What follows belongs to an exercise in optimizing a design on an open flow for small area and a short achievable clock period; a production flow would make more cautious choices. Power figures rest on the tool's default switching activity, not on a simulated workload.

==> run E: inputs <==
// norm_rnd
module norm_rnd
(
    input  wire          clk,
    input  wire          reset,
    input  wire  [105:0] fract_in,
    input  wire  [10:0]  exp_in,
    input  wire          sign,
    input  wire  [1:0]   r_mode,
    output logic [52:0]  fract_out,
    output logic [10:0]  exp_out,
    output logic         dn_out,
    output logic         ine_out,
    output logic         overflow_out,
    output logic         infinite_out
);
==> module normalizer, before the edit <==
module normalizer
(
    input  wire  [105:0] fract_in,
    input  wire  [10:0]  exp_in,
    output logic [52:0]  trunc_n_out,  
    output logic         guard_n_out,  
    output logic         sticky_out,   
    output logic [10:0]  exp_out,      
    output logic [10:0]  exp_inc_out,  
    output logic         denorm_out,
    output logic         kill_out,     
    output logic         exp_ovf_out,  
    output logic         exp_top_out   
);
    logic [10:0]  e1;        
    logic [6:0]   lz;
    logic [6:0]   sh;        
    logic [6:0]   bit_gt;    
    logic [6:0]   bit_eq;    
    logic         limited;   
    assign e1 = {exp_in[10:1], exp_in[0] | ~|exp_in[10:1]};
    lead_zero_count u_lzc
    (
        .fract (fract_in),
        .count (lz)
    );
    logic [7:0] gt_above;    
    logic [7:0] lt_above;
    always_comb
    begin
        for (int k = 0; k < 7; k++)
        begin
            bit_gt[k] = lz[k] & ~e1[k];
            bit_eq[k] = lz[k] ~^ e1[k];
        end
        for (int k = 0; k <= 7; k++)
        begin
            gt_above[k] = 1'b0;
            lt_above[k] = |e1[10:7];
            for (int j = k; j < 7; j++)
            begin
                logic above_eq;
                above_eq = 1'b1;
                for (int i = j + 1; i < 7; i++)
                    above_eq = above_eq & bit_eq[i];
                gt_above[k] = gt_above[k] | (~|e1[10:7] & bit_gt[j] & above_eq);
                lt_above[k] = lt_above[k] | (~lz[j] & e1[j] & above_eq);
            end
        end
        for (int k = 0; k < 7; k++)
            sh[k] = lt_above[k+1] ? lz[k] : gt_above[k+1] ? e1[k] : (lz[k] & e1[k]);
        limited = gt_above[0];
    end
    logic [52:0] trunc_n;
    logic        guard_n;
    norm_shift u_shift
    (
        .fract     (fract_in),
        .sh        (sh),
        .sh_n      (~sh),
        .trunc_n   (trunc_n),
        .guard_n   (guard_n),
        .sticky    (sticky_out)
    );
    assign trunc_n_out = trunc_n;
    assign guard_n_out = guard_n;
    assign denorm_out  = limited;
    assign exp_out     = limited ? 11'd1 : exp_in + 11'd1 - {4'b0, lz};
    assign exp_inc_out = limited ? 11'd2 : exp_in + 11'd2 - {4'b0, lz};
    assign kill_out    = ~|exp_in & ~fract_in[105] & ~fract_in[104];
    assign exp_ovf_out = fract_in[105] & (&exp_in[10:1]);
    assign exp_top_out = (&exp_in[10:2]) &
                         ((fract_in[105] & (exp_in[1:0] == 2'd1 | exp_in[1:0] == 2'd2)) |
                          (~fract_in[105] & fract_in[104] & exp_in[1]) |
                          (fract_in[105:103] == 3'b001 & exp_in[1:0] == 2'd3));
endmodule
==> module norm_shift, before the edit <==
module norm_shift
(
    input  wire  [105:0] fract,
    input  wire  [6:0]   sh,
    input  wire  [6:0]   sh_n,
    output logic [52:0]  trunc_n,    
    output logic         guard_n,    
    output logic         sticky      
);
    logic [105:0] q6, q5, q4, q3, q2, q1, q0;    
    logic [5:0]   drop;
    shift_step #(.K(64), .LO(0),  .POS(1)) u_s6 (.d(fract), .s(sh[6]), .s_n(sh_n[6]), .q(q6));
    shift_step #(.K(32), .LO(21), .POS(0)) u_s5 (.d(q6),    .s(sh[5]), .s_n(sh_n[5]), .q(q5));
    shift_step #(.K(16), .LO(37), .POS(1)) u_s4 (.d(q5),    .s(sh[4]), .s_n(sh_n[4]), .q(q4));
    shift_step #(.K(8),  .LO(45), .POS(0)) u_s3 (.d(q4),    .s(sh[3]), .s_n(sh_n[3]), .q(q3));
    shift_step #(.K(4),  .LO(49), .POS(1)) u_s2 (.d(q3),    .s(sh[2]), .s_n(sh_n[2]), .q(q2));
    shift_step #(.K(2),  .LO(51), .POS(0)) u_s1 (.d(q2),    .s(sh[1]), .s_n(sh_n[1]), .q(q1));
    shift_step #(.K(1),  .LO(52), .POS(1)) u_s0 (.d(q1),    .s(sh[0]), .s_n(sh_n[0]), .q(q0));
    always_comb
    begin
        drop[5] = sh_n[5] & (~&q6[20:1] | (~q6[0] & |sh[4:0]));
        drop[4] = sh_n[4] & |q5[36:21];
        drop[3] = sh_n[3] & ~&q4[44:37];
        drop[2] = sh_n[2] & |q3[48:45];
        drop[1] = sh_n[1] & ~&q2[50:49];
        drop[0] = sh_n[0] & q1[51];
    end
    assign trunc_n = q0[105:53];
    assign guard_n = q0[52];
    assign sticky  = |drop;
endmodule
==> module shift_step, before the edit <==
module shift_step
#(
    parameter int K   = 1,
    parameter int LO  = 0,
    parameter bit POS = 1'b1
)
(
    input  wire  [105:0] d,
    input  wire          s,
    input  wire          s_n,
    output logic [105:0] q
);
    always_comb
    begin
        for (int i = 0; i < 106; i++)
        begin
            if (i < LO)
                q[i] = 1'b0;
            else if (i >= 106 - K)
            begin
                if (i < K)
                    q[i] = ~d[i];
                else if (POS)
                    q[i] = ~(d[i] | (s & d[i-K]));
                else
                    q[i] = ~(d[i] & (s_n | d[i-K]));
            end
            else if (i >= K)
                q[i] = ~((d[i-K] | s_n) & (d[i] | s));
            else if (POS)
                q[i] = ~(d[i] & s_n);
            else
                q[i] = ~(d[i] | s);
        end
    end
endmodule
export LEC_CHECK = 0
export ABC_AREA = 0
export CAP_MARGIN = 20
export CORE_MARGIN = 2
export CORE_UTILIZATION = 30
export SLEW_MARGIN = 20
export SYNTH_HIERARCHICAL = 1
export SYNTH_MINIMUM_KEEP_SIZE = 0
export TNS_END_PERCENT = 100
create_clock -name core_clock -period 14.0 [get_ports {clk}]
standard.sh (not shown) runs the stock make flow with config.mk's settings and CLKGATE_MAP_FILE= SYNTH_SCRIPT=/design/flow/synth_recipe.tcl, a recipe that flattens the netlist after the stock synthesis.
==> flow/flow/run.sh <==
#!/bin/bash
# The standard layout, with plain buf_1 cells as the port buffers instead of
# the delay cells buffer_ports picks by default. Every port still gets its
# own buffer.
set -euo pipefail
export BUFFER_PORTS_ARGS="-buffer_cell sky130_fd_sc_hd__buf_1"
export SETUP_SLACK_MARGIN=4.5
bash standard.sh > standard_flow.log 2>&1
==> run B (differences from run E) <==
--- a/flow/design.v
+++ b/flow/design.v
@@ -79,4 +79,2 @@
     );
-    logic [7:0] gt_above;    
-    logic [7:0] lt_above;
     always_comb
@@ -88,20 +86,14 @@
         end
-        for (int k = 0; k <= 7; k++)
+        limited = 1'b0;
+        for (int k = 0; k < 7; k++)
         begin
-            gt_above[k] = 1'b0;
-            lt_above[k] = |e1[10:7];
-            for (int j = k; j < 7; j++)
-            begin
-                logic above_eq;
-                above_eq = 1'b1;
-                for (int i = j + 1; i < 7; i++)
-                    above_eq = above_eq & bit_eq[i];
-                gt_above[k] = gt_above[k] | (~|e1[10:7] & bit_gt[j] & above_eq);
-                lt_above[k] = lt_above[k] | (~lz[j] & e1[j] & above_eq);
-            end
+            logic above_eq;
+            above_eq = 1'b1;
+            for (int j = k + 1; j < 7; j++)
+                above_eq = above_eq & bit_eq[j];
+            limited = limited | (bit_gt[k] & above_eq);
         end
-        for (int k = 0; k < 7; k++)
-            sh[k] = lt_above[k+1] ? lz[k] : gt_above[k+1] ? e1[k] : (lz[k] & e1[k]);
-        limited = gt_above[0];
+        limited = limited & ~|e1[10:7];
     end
+    assign sh = limited ? e1[6:0] : lz;
     logic [52:0] trunc_n;
@@ -138,13 +130,40 @@
 );
+    function automatic logic [105:0] step(input logic [105:0] d, input logic s,
+                                          input logic s_n, input int k, input int lo,
+                                          input logic pos);
+        logic [105:0] q;
+        q = '0;
+        for (int i = 0; i < 106; i++)
+        begin
+            if (i < lo)
+                q[i] = 1'b0;
+            else if (i >= 106 - k)
+            begin
+                if (i < k)
+                    q[i] = ~d[i];
+                else if (pos)
+                    q[i] = ~(d[i] | (s & d[i-k]));
+                else
+                    q[i] = ~(d[i] & (s_n | d[i-k]));
+            end
+            else if (i >= k)
+                q[i] = ~((d[i-k] | s_n) & (d[i] | s));
+            else if (pos)
+                q[i] = ~(d[i] & s_n);
+            else
+                q[i] = ~(d[i] | s);
+        end
+        step = q;
+    endfunction
     logic [105:0] q6, q5, q4, q3, q2, q1, q0;    
     logic [5:0]   drop;
-    shift_step #(.K(64), .LO(0),  .POS(1)) u_s6 (.d(fract), .s(sh[6]), .s_n(sh_n[6]), .q(q6));
-    shift_step #(.K(32), .LO(21), .POS(0)) u_s5 (.d(q6),    .s(sh[5]), .s_n(sh_n[5]), .q(q5));
-    shift_step #(.K(16), .LO(37), .POS(1)) u_s4 (.d(q5),    .s(sh[4]), .s_n(sh_n[4]), .q(q4));
-    shift_step #(.K(8),  .LO(45), .POS(0)) u_s3 (.d(q4),    .s(sh[3]), .s_n(sh_n[3]), .q(q3));
-    shift_step #(.K(4),  .LO(49), .POS(1)) u_s2 (.d(q3),    .s(sh[2]), .s_n(sh_n[2]), .q(q2));
-    shift_step #(.K(2),  .LO(51), .POS(0)) u_s1 (.d(q2),    .s(sh[1]), .s_n(sh_n[1]), .q(q1));
-    shift_step #(.K(1),  .LO(52), .POS(1)) u_s0 (.d(q1),    .s(sh[0]), .s_n(sh_n[0]), .q(q0));
     always_comb
     begin
+        q6 = step(fract, sh[6], sh_n[6], 64, 0,  1'b1);
+        q5 = step(q6,    sh[5], sh_n[5], 32, 21, 1'b0);
+        q4 = step(q5,    sh[4], sh_n[4], 16, 37, 1'b1);
+        q3 = step(q4,    sh[3], sh_n[3], 8,  45, 1'b0);
+        q2 = step(q3,    sh[2], sh_n[2], 4,  49, 1'b1);
+        q1 = step(q2,    sh[1], sh_n[1], 2,  51, 1'b0);
+        q0 = step(q1,    sh[0], sh_n[0], 1,  52, 1'b1);
         drop[5] = sh_n[5] & (~&q6[20:1] | (~q6[0] & |sh[4:0]));
@@ -160,38 +179,2 @@
 endmodule
-module shift_step
-#(
-    parameter int K   = 1,
-    parameter int LO  = 0,
-    parameter bit POS = 1'b1
-)
-(
-    input  wire  [105:0] d,
-    input  wire          s,
-    input  wire          s_n,
-    output logic [105:0] q
-);
-    always_comb
-    begin
-        for (int i = 0; i < 106; i++)
-        begin
-            if (i < LO)
-                q[i] = 1'b0;
-            else if (i >= 106 - K)
-            begin
-                if (i < K)
-                    q[i] = ~d[i];
-                else if (POS)
-                    q[i] = ~(d[i] | (s & d[i-K]));
-                else
-                    q[i] = ~(d[i] & (s_n | d[i-K]));
-            end
-            else if (i >= K)
-                q[i] = ~((d[i-K] | s_n) & (d[i] | s));
-            else if (POS)
-                q[i] = ~(d[i] & s_n);
-            else
-                q[i] = ~(d[i] | s);
-        end
-    end
-endmodule
 `default_nettype wire
--- a/flow/flow/run.sh
+++ b/flow/flow/run.sh
@@ -6,3 +6,3 @@
 export BUFFER_PORTS_ARGS="-buffer_cell sky130_fd_sc_hd__buf_1"
-export SETUP_SLACK_MARGIN=4.5
+export SETUP_SLACK_MARGIN=0
 bash standard.sh > standard_flow.log 2>&1
==> run summary <==
• status: finished clean
• M2 GR Usage: 37.2%
• comb_multi_in: 1071
• Netlist Area Pre-Place: 9380 um2
• Ys Warns: 10
• M3 GR Usage: 2.74%
• worst-path cell with the longest stage delay: a2111oi_2
• met3 wire len: 3500 um
• vias in the first global route: 10.5k
• maximum vdd drop: 55.7 uV
• HPWL reported at the end of detailed placement: 33900 um
• Mean Syn Cell Area: 7.18 um2
That was run B.
==> run summary <==
• status: finished clean
• HPWL reported at the end of detailed placement: 33100 um
• Ys Warns: 17
• maximum vdd drop: 56.7 uV
• Mean Syn Cell Area: 7.17 um2
• Synth-to-Final Area Change: 13.3%
• DR vias: 11.5k
• M2 GR Usage: 35.0%
• M3 GR Usage: 2.03%
• met3 wire len: 2200 um
• total power of the final layout: 0.783 mW
• Netlist Area Pre-Place: 9880 um2
• worst-path cell with the longest stage delay: or4_4
• comb_multi_in: 1118
• worst path required time: 14.28 ns
• number of nets in the finished design: 1658
That was run E.
Function was not checked in any run of this note: the RTL went through the layout flow alone.

[port drivers added, routing unchanged]
The results above use ideal ports. As a check the final layouts listed here were re-extracted and re-timed, cells and wires unchanged. Step 1: set_driving_cell puts a clkbuf_16 on clk and a buf_2 on each other input, an assumption about the parent block. Step 2, shift: input delay + t, output delay - t, t = (earliest + latest rising clock arrival at the registers) / 2. This alone moves slack from input paths to output paths. Three values: ideal ports, drivers, drivers and shift; two values: the first two.
run | t (ns) | slack for setup (ns) | worst setup path after step 2 | worst register clock-pin slew, ns | worst slew at a driven data input, ns
run E | 0.376 | 4.777 / 4.800 / 4.424 | input to register | 0.06 / 0.06 | 0.05
run B | 0.355 | 1.699 / 1.715 / 1.359 | input to register | 0.05 / 0.05 | 0.04
After both steps every run listed still meets setup and hold. For run E, which loses most, drivers alone change the setup slack by +0.023 ns; drivers and shift together by -0.353 ns.
